From an optimization exercise on the open Yosys and OpenROAD flow, aimed at small area and few clock cycles per item; shortcuts taken in it are not production practice.
Only simulation tests tie the RTL to the original design; equivalence was not proved.

==> 04-02 <==
## fp_mul_pipe
module fp_mul_pipe #(
  parameter int EXP_W = 8,
  parameter int MAN_W = 23,
  parameter int TAG_W = 4
) (
  input  logic                           clk,
  input  logic                           rst_n,
  input  logic                           in_valid,
  output logic                           in_ready,
  input  logic [EXP_W+MAN_W:0]           in_a,
  input  logic [EXP_W+MAN_W:0]           in_b,
  input  logic [TAG_W-1:0]               in_tag,
  output logic                           out_valid,
  input  logic                           out_ready,
  output logic [EXP_W+MAN_W:0]           out_y,
  output logic [TAG_W-1:0]               out_tag,
  output logic [3:0]                     out_flags
);
make LEC_CHECK=0 ABC_AREA=1 CAP_MARGIN=20 CORE_MARGIN=2 CORE_UTILIZATION=40 GPL_TIMING_DRIVEN=0 SLEW_MARGIN=20 SYNTH_HIERARCHICAL=1 finish   # period 7.5 ns
run.sh (not shown) runs the stock make flow with config.mk's settings and CLKGATE_MAP_FILE= SYNTH_SCRIPT=/design/flow/synth_recipe.tcl, a recipe that flattens the netlist after the stock synthesis.
==> 12-25 (differences from 04-02) <==
==> flow/flow/run.sh (new file) <==
#!/bin/bash
# Own flow: the standard layout (standard.sh, which runs the standard
# synthesis unchanged and ORFS from floorplan to finish), except that the
# input and output ports are buffered with the smallest buffer cell
# (sky130_fd_sc_hd__buf_1) instead of the cell buffer_ports picks by default.
# Repair may still resize these buffers where timing or slew needs it.
set -euo pipefail
export BUFFER_PORTS_ARGS="-buffer_cell sky130_fd_sc_hd__buf_1"
bash standard.sh finish > standard_flow.log 2>&1
==> flow/standard.sh (new file) <==
#!/bin/bash
# synth_recipe.tcl (not shown) runs the flow's synth.tcl, then flattens the netlist and writes it again
# the make line also repeats each setting of config.mk as NAME=value (left out here)
make -C /OpenROAD-flow-scripts/flow DESIGN_CONFIG=/design/flow/config.mk WORK_HOME=/design/flow/orfs CLKGATE_MAP_FILE= SYNTH_SCRIPT=/design/flow/synth_recipe.tcl "${@:-finish}"
--- a/flow/config.mk
+++ b/flow/config.mk
@@ -11,3 +11,2 @@
 export CORE_UTILIZATION = 40
-export GPL_TIMING_DRIVEN = 0
 export SLEW_MARGIN = 20
removed: flow/run.sh
==> flow_summary.toml <==
[run_status]
run_status = "complete, no violations"

[routing]
wl_met3_um = 3842
route.detailed.wl_per_inst_um = 20.68

[place]
dpl-instance-area_mm2 = 0.01785
post-place-ws_ns = -0.07175

[final_layout]
antenna_cells = 1
drive_gt1_share_pct = 9.339
nFillCells = 4008

[worst_setup_path]
crit_start = "in_b[9]"
cp-endpoint = "lo_q[47]"
critPathMaxStageDelay_ns = 0.52

[clock_network]
cts_resized = 0
-- figures above: 12-25

==> flow_summary.toml <==
[worst_setup_path]
critPathMaxStageDelay_ns = 0.56
cp-endpoint = "st_q"
crit_start = "in_a[7]"

[place]
post-place-ws_ns = -1.653
dpl-instance-area_mm2 = 0.01836
gp_congestion = 1.014

[final_layout]
nFillCells = 3867
buffer_area_share_pct = 13.69
antenna_cells = 0
drive_gt1_share_pct = 19.93

[global_route]
busiest_layer = "met2"

[floorplan]
core_area_mm2 = 0.04083
die_w_um = 207.3
tap_cells = 532

[routing]
route.detailed.wl_per_inst_um = 23.63
drtPass1Iterations = 5

[clock_network]
cts_resized = 228

[run_status]
run_status = "complete, no violations"
-- figures above: 04-02

Testbench counts of 04-02, summed over its fixed seeds: cycles 24,008, items 24,000.
Testbench counts of 12-25, summed over its fixed seeds: cycles 24,008, items 24,000.

---

==> job 9894: inputs <==
Another version of the RTL of fp_mul_pipe (not shown whole).
Settings: LEC_CHECK=0, ABC_AREA=1, CAP_MARGIN=20, CORE_MARGIN=2, CORE_UTILIZATION=30, SLEW_MARGIN=20, SYNTH_HIERARCHICAL=1; clock period 7.5 ns.
Stock flow here: none of the scripts above is used.
==> job 2604: changes against job 9894 <==
--- a/flow/design.v
+++ b/flow/design.v
@@ -1340,12 +1340,25 @@
   assign nsh   = prod[47];
   assign man   = nsh ? prod[46:24] : prod[45:23];
   assign g     = nsh ? prod[23] : prod[22];
   assign s     = st_q | (nsh & prod[22]);
   assign up    = g & (man[0] | s);
-  assign carry = up & (&man);
-  assign man_i = man + {22'd0, up};
+  logic [22:0] ic;
+  logic [4:0] bc;
+  assign bc[0] = up;
+  for (genvar k = 0; k < 23; k++) begin : g_inc
+    if (k % 6 == 0) begin : g_first
+      assign ic[k] = bc[k / 6];
+    end else begin : g_next
+      assign ic[k] = ic[k-1] & man[k-1];
+    end
+    if (k % 6 == 5 || k == 22) begin : g_blk
+      assign bc[k / 6 + 1] = bc[k / 6] & (&man[k:k - (k % 6)]);
+    end
+  end
+  assign man_i = man ^ ic;
+  assign carry = bc[4];
   assign e     = $signed({1'b0, es_q}) - 10'sd127 + $signed({9'd0, nsh})
                + $signed({9'd0, carry});
   assign ovf   = (e >= 10'sd255);
   assign unf   = (e <= 10'sd0);
   always_comb begin
==> flow/flow/run.sh (new file) <==
#!/bin/bash
# Own flow: the standard layout (standard.sh, which runs the standard
# synthesis unchanged and ORFS from floorplan to finish), except that the
# input and output ports are buffered with the smallest buffer cell
# (sky130_fd_sc_hd__buf_1) instead of the cell buffer_ports picks by default.
# Repair may still resize these buffers where timing or slew needs it.
set -euo pipefail
export BUFFER_PORTS_ARGS="-buffer_cell sky130_fd_sc_hd__buf_1"
bash standard.sh finish > standard_flow.log 2>&1
==> flow/standard.sh (new file) <==
#!/bin/bash
# synth_recipe.tcl (not shown) runs the flow's synth.tcl, then flattens the netlist and writes it again
# the make line also repeats each setting of config.mk as NAME=value (left out here)
make -C /OpenROAD-flow-scripts/flow DESIGN_CONFIG=/design/flow/config.mk WORK_HOME=/design/flow/orfs CLKGATE_MAP_FILE= SYNTH_SCRIPT=/design/flow/synth_recipe.tcl "${@:-finish}"
CORE_UTILIZATION = 40   (was 30)
PLACE_DENSITY = 0.8   (was unset)
removed: flow/run.sh
==> qor summary <==
metric                                                                            job 2604                 job 9894
Largest fanout on the critical path                                                     14                       13
Proportion of layout cells with a drive suffix above 1                               9.53%                    17.9%
Met1 wire length                                                                   19.4 mm                  25.1 mm
Wire length of the first global-routing pass                                       79.1 mm                  88.9 mm
Achievable Freq                                                                  0.138 GHz                0.139 GHz
Synthesized area                                                                0.0161 mm2               0.0162 mm2
Count of inserted antenna diode cells                                                    1                        0
Unrepaired setup endpoints after global routing                                      false                     true
Count of buffers not belonging to the clock network in the layout                      211                      385
Placed insts                                                                          2382                     2788
Data required, critical path                                                       7.54 ns                  7.55 ns
Mean cell area of the mapped netlist                                              9.01 um2                 8.80 um2
Sum of buffers and inverters on the critical path                                        2                        6
Met2 routed WL                                                                     22.1 mm                  25.7 mm
Num tapcells                                                                           525                      696
Post-layout instance count excluding filler cells                                     2394                     2797
Final setup skew                                                                0.00571 ns                0.0110 ns
Critical path startpoint                                                           in_b[8]                 in_b[17]
Fraction of met2 tracks used by global routing                                       38.2%                    32.0%
Area share of xor/xnor cells in the synthesized design                               16.2%                    16.6%
Layout multi-input combinational cell count                                           1417                     1474
Cell count along the critical path                                                      28                       27
Initial antenna violation count                                                          2                        0
Clock buf/inv share                                                                 0.982%                   0.850%
Highest metal used                                                                    met5                     met4
Run status                                                         complete, no violations  complete, no violations
Testbench counts of job 9894, summed over its fixed seeds: cycles 24,008, items 24,000.
Testbench counts of job 2604, summed over its fixed seeds: cycles 24,008, items 24,000.

[what the ideal ports hide]
Ports are ideal in the flow. The routed layouts listed here were re-timed in OpenROAD.
Step 1, drivers: a clkbuf_16 drives clk and a buf_2 each remaining input, both assumed.
Step 2 moves the port delays by t, midway between the first and last clock arrival at a register: inputs arrive t later, outputs are due t later. That takes back most of the time a late clock gives input paths.
Three values: no drivers, after step 1, after step 2; two values: the first two.
run | shift t [ns] | setup slack, ns | clock arrival spread, ns | worst slew at a driven data input, ns | pins driven straight from the clock port
04-02 | 0.332 | 0.132 / 0.145 / -0.186 | 0.007 / 0.007 | 0.04 | 1
12-25 | 0.334 | 0.222 / 0.221 / -0.112 | 0.010 / 0.009 | 0.11 | 1
job 9894 | 0.343 | 0.301 / 0.298 / -0.045 | 0.011 / 0.011 | 0.07 | 1
job 2604 | 0.321 | 0.250 / 0.243 / -0.078 | 0.006 / 0.006 | 0.14 | 1
With both steps, setup timing fails in every run listed, where it was met with ideal ports. For job 9894, which loses most, drivers alone change the setup slack by -0.003 ns; drivers and shift together by -0.346 ns.
